Source: an optimization exercise on an open RTL-to-GDS flow (aim: small area, a short achievable clock period and few clock cycles per item). Production flows keep margins and buffers that such runs may drop. In this exercise RTL edits were held to simulation tests only and were not proved equivalent to the original. The clock port is modelled as an ideal driver, which makes a skipped or thinned clock tree look cheaper than it is; a real chip needs a root buffer or a tree.

before:
==> module poly_basemul_ctrl, before the edit <==
module poly_basemul_ctrl
#(
  parameter int unsigned N_PAIRS = KYBER_N_PAIRS,
  parameter int unsigned ADDR_W  = PAIR_ADDR_W
) (
  input  logic              clk,
  input  logic              rst,
  input  logic              start,
  input  logic              acc_en,
  output logic              busy,
  output logic              done,
  output logic [ADDR_W-1:0] rd_addr,
  output logic              rd_en,
  input  logic [23:0]       a_rdata,
  input  logic [23:0]       b_rdata,
  input  logic [11:0]       g_rdata,
  input  logic [23:0]       c_rdata,
  output logic              wr_en,
  output logic [ADDR_W-1:0] wr_addr,
  output logic [23:0]       wr_data
);
  localparam logic [ADDR_W-1:0] LAST_K = ADDR_W'(N_PAIRS - 1);
  logic acc_q;
  logic v1, v2, v3, v4;
  logic rd_on_n;    
  logic last_wr;    
  logic start_ok;
  always_comb start_ok = start && !busy && !done;
  always_ff @(posedge clk or posedge rst) begin
    if (rst) begin
      busy    <= 1'b0;
      done    <= 1'b0;
      rd_en   <= 1'b0;
      rd_on_n <= 1'b1;
      v1      <= 1'b0;
      v2      <= 1'b0;
      v3      <= 1'b0;
      v4      <= 1'b0;
      wr_en   <= 1'b0;
      last_wr <= 1'b0;
    end else begin
      rd_en   <= start_ok || (!rd_on_n && rd_addr != LAST_K);
      rd_on_n <= !(start_ok || (!rd_on_n && rd_addr != LAST_K));
      v1      <= !rd_on_n;
      v2      <= v1;
      v3      <= v2;
      v4      <= v3;
      wr_en   <= v4;
      last_wr <= v4 && wr_addr == LAST_K - ADDR_W'(1);
      busy    <= start_ok || (busy && !last_wr);
      done    <= last_wr;
    end
  end
  always_ff @(posedge clk or posedge rst) begin
    if (rst) acc_q <= 1'b0;
    else if (!busy) acc_q <= acc_en;
  end
  always_ff @(posedge clk) begin
    rd_addr <= rd_on_n ? '0 : rd_addr + ADDR_W'(1);
    wr_addr <= v4 ? wr_addr + ADDR_W'(1) : LAST_K;
  end
  logic [23:0] a_n_q, b_n_q, c_q;
  logic [11:0] g_n_q, g_n_q2, a0_n_q2, b0_n_q2, c0_q2;
  logic [13:0] t_n, t_n_q;
  logic [14:0] z1, z1_q, z0, z0_q;
  logic [11:0] c1, c1_q, c0;
  logic [23:0] ca;
  always_comb ca = acc_q ? c_q : 24'd0;
  basemul_s1 u_s1 (.an(a_n_q), .bn(b_n_q), .c(ca), .tn(t_n), .z1(z1));
  basemul_s2 u_s2 (.gn(g_n_q2), .tn(t_n_q), .a0n(a0_n_q2), .b0n(b0_n_q2), .c0(c0_q2),
                   .z1(z1_q), .z0(z0), .c1(c1));
  basemul_s3 u_s3 (.z0(z0_q), .c0(c0));
  always_ff @(posedge clk) begin
    a_n_q   <= ~a_rdata;
    b_n_q   <= ~b_rdata;
    g_n_q   <= ~g_rdata;
    c_q     <= c_rdata;
    g_n_q2  <= g_n_q;
    a0_n_q2 <= a_n_q[11:0];
    b0_n_q2 <= b_n_q[11:0];
    c0_q2   <= ca[11:0];
    t_n_q   <= t_n;
    z1_q    <= z1;
    z0_q    <= z0;
    c1_q    <= c1;
    wr_data <= {c1_q, c0};
  end
endmodule
==> flow/config.mk <==
export PLATFORM = sky130hd
export DESIGN_NAME = poly_basemul_ctrl
export DESIGN_NICKNAME = poly_basemul_ctrl
export VERILOG_FILES = /design/flow/design.v
export SDC_FILE = /design/flow/constraint.sdc
export NUM_CORES = 4
export LEC_CHECK = 0
export CAP_MARGIN = 20
export CORE_MARGIN = 2
export CORE_UTILIZATION = 40
export SLEW_MARGIN = 20
==> flow/constraint.sdc <==
create_clock -name core_clock -period 52.0 [get_ports {clk}]
set_input_delay 10.4000 -clock core_clock [delete_from_list [all_inputs] [get_ports {clk}]]
set_output_delay 10.4000 -clock core_clock [all_outputs]
set_load 0.01 [all_outputs]
standard.sh (not shown) runs the stock make flow with config.mk's settings and CLKGATE_MAP_FILE= SYNTH_SCRIPT=/design/flow/synth_recipe.tcl, a recipe that flattens the netlist after the stock synthesis.
==> flow/flow/run.sh <==
#!/bin/bash
# Own layout flow: the standard layout with three changes.
# 1. Yosys's synth command runs without its internal "abc -fast" pass, so that the
#    explicit full-adder trees of the RTL reach extract_fa unchanged (fewer inverters
#    around the adder cells). Registers, their names and cell types are unchanged.
# 2. The port buffers that global placement inserts are buf_1 cells instead of the
#    default delay buffers; after the placement resizer, flow/upsize_outputs.tcl makes
#    the output ports' buffers buf_2 (and the address counter flip-flops drive 2).
# 3. The clock tree is flow/manual_cts.tcl's balanced two-level tree (sourced before
#    CTS, in place of TritonCTS), which is shallower than TritonCTS's three levels.
set -euo pipefail
W=$(pwd)
sed 's/yosys synth -nofsm -noshare /yosys synth -nofsm -noshare -noabc /' synth_recipe.tcl > own_synth.tcl
grep -q -- '-noabc' own_synth.tcl
sed "s|SYNTH_SCRIPT=[^ ]*synth_recipe.tcl|SYNTH_SCRIPT=$W/own_synth.tcl|" standard.sh > own_standard.sh
grep -q 'own_synth.tcl' own_standard.sh
bash own_standard.sh "BUFFER_PORTS_ARGS=-buffer_cell sky130_fd_sc_hd__buf_1" "POST_RESIZE_TCL=$W/flow/upsize_outputs.tcl" "PRE_CTS_TCL=$W/flow/manual_cts.tcl" finish > own_flow.log 2>&1
Other scripts of this flow, unchanged in this note and not shown: flow/flow/manual_cts.tcl, flow/flow/upsize_outputs.tcl
before: PASS, flow complete, no timing, DRC or antenna violations
Testbench counts of before, summed over its fixed seeds: cycles 6,480, jobs 48.
Input changes introduced in after (baseline for comparison: before):
--- a/flow/design.v
+++ b/flow/design.v
@@ -4750,33 +4750,34 @@
   output logic              wr_en,
   output logic [ADDR_W-1:0] wr_addr,
   output logic [23:0]       wr_data
 );
   localparam logic [ADDR_W-1:0] LAST_K = ADDR_W'(N_PAIRS - 1);
   logic acc_q;
+  logic rd_run;     
   logic v1, v2, v3, v4;
-  logic rd_on_n;    
   logic last_wr;    
   logic start_ok;
+  logic rd_job;     
   always_comb start_ok = start && !busy && !done;
+  always_comb rd_job   = start_ok || rd_run;
+  always_comb rd_en = 1'b1;
   always_ff @(posedge clk or posedge rst) begin
     if (rst) begin
       busy    <= 1'b0;
       done    <= 1'b0;
-      rd_en   <= 1'b0;
-      rd_on_n <= 1'b1;
+      rd_run  <= 1'b0;
       v1      <= 1'b0;
       v2      <= 1'b0;
       v3      <= 1'b0;
       v4      <= 1'b0;
       wr_en   <= 1'b0;
       last_wr <= 1'b0;
     end else begin
-      rd_en   <= start_ok || (!rd_on_n && rd_addr != LAST_K);
-      rd_on_n <= !(start_ok || (!rd_on_n && rd_addr != LAST_K));
-      v1      <= !rd_on_n;
+      rd_run  <= rd_job && rd_addr != LAST_K;
+      v1      <= rd_job;
       v2      <= v1;
       v3      <= v2;
       v4      <= v3;
       wr_en   <= v4;
       last_wr <= v4 && wr_addr == LAST_K - ADDR_W'(1);
       busy    <= start_ok || (busy && !last_wr);
@@ -4785,13 +4786,13 @@
   end
   always_ff @(posedge clk or posedge rst) begin
     if (rst) acc_q <= 1'b0;
     else if (!busy) acc_q <= acc_en;
   end
   always_ff @(posedge clk) begin
-    rd_addr <= rd_on_n ? '0 : rd_addr + ADDR_W'(1);
+    rd_addr <= rd_job ? rd_addr + ADDR_W'(1) : '0;
     wr_addr <= v4 ? wr_addr + ADDR_W'(1) : LAST_K;
   end
   logic [23:0] a_n_q, b_n_q, c_q;
   logic [11:0] g_n_q, g_n_q2, a0_n_q2, b0_n_q2, c0_q2;
   logic [13:0] t_n, t_n_q;
   logic [14:0] z1, z1_q, z0, z0_q;
Findings:
Between after and before, the XOR/XNOR share of the synthesized area figures differ only marginally.
Per-instance average area after synthesis: after vs before — no meaningful difference
The share of synthesized area occupied by flip-flops and latches on before is in line with that on after.
In terms of final layout net count, before and after differ only marginally.
| final cell count | after vs before | ≈ equal |
The async set-reset flop share out of synthesis in after was lower than what before gave.
Testbench counts of after, summed over its fixed seeds: cycles 6,432, jobs 48.
No run of this note takes its clock network from TritonCTS; it comes from the design's own scripts or RTL.

re-timing with driven ports:
Ports are ideal in the flow. The routed layouts listed here were re-timed in OpenROAD. Step 1, drivers: a clkbuf_16 drives clk and a buf_2 each remaining input, both assumed. Step 2 moves the port delays by t, midway between the first and last clock arrival at a register: inputs arrive t later, outputs are due t later. That takes back most of the time a late clock gives input paths. Slacks: no drivers / after step 1 / after step 2; pairs: no drivers / after step 1.
| run | t, ns | slack for setup (ns) | worst setup path at the end | slew at the worst register clock pin (ns) | worst slew at a driven data input, ns |
|---|---|---|---|---|---|
| before | 0.468 | 40.739 / 40.591 / 41.059 | register to output | 0.09 / 0.09 | 0.04 |
| after | 0.458 | 40.740 / 40.598 / 40.706 | input to register | 0.08 / 0.08 | 0.05 |
After both steps setup and hold are still met in every run listed. The setup slack of after, which loses most, moves by -0.142 ns with the drivers and by -0.034 ns with both steps.
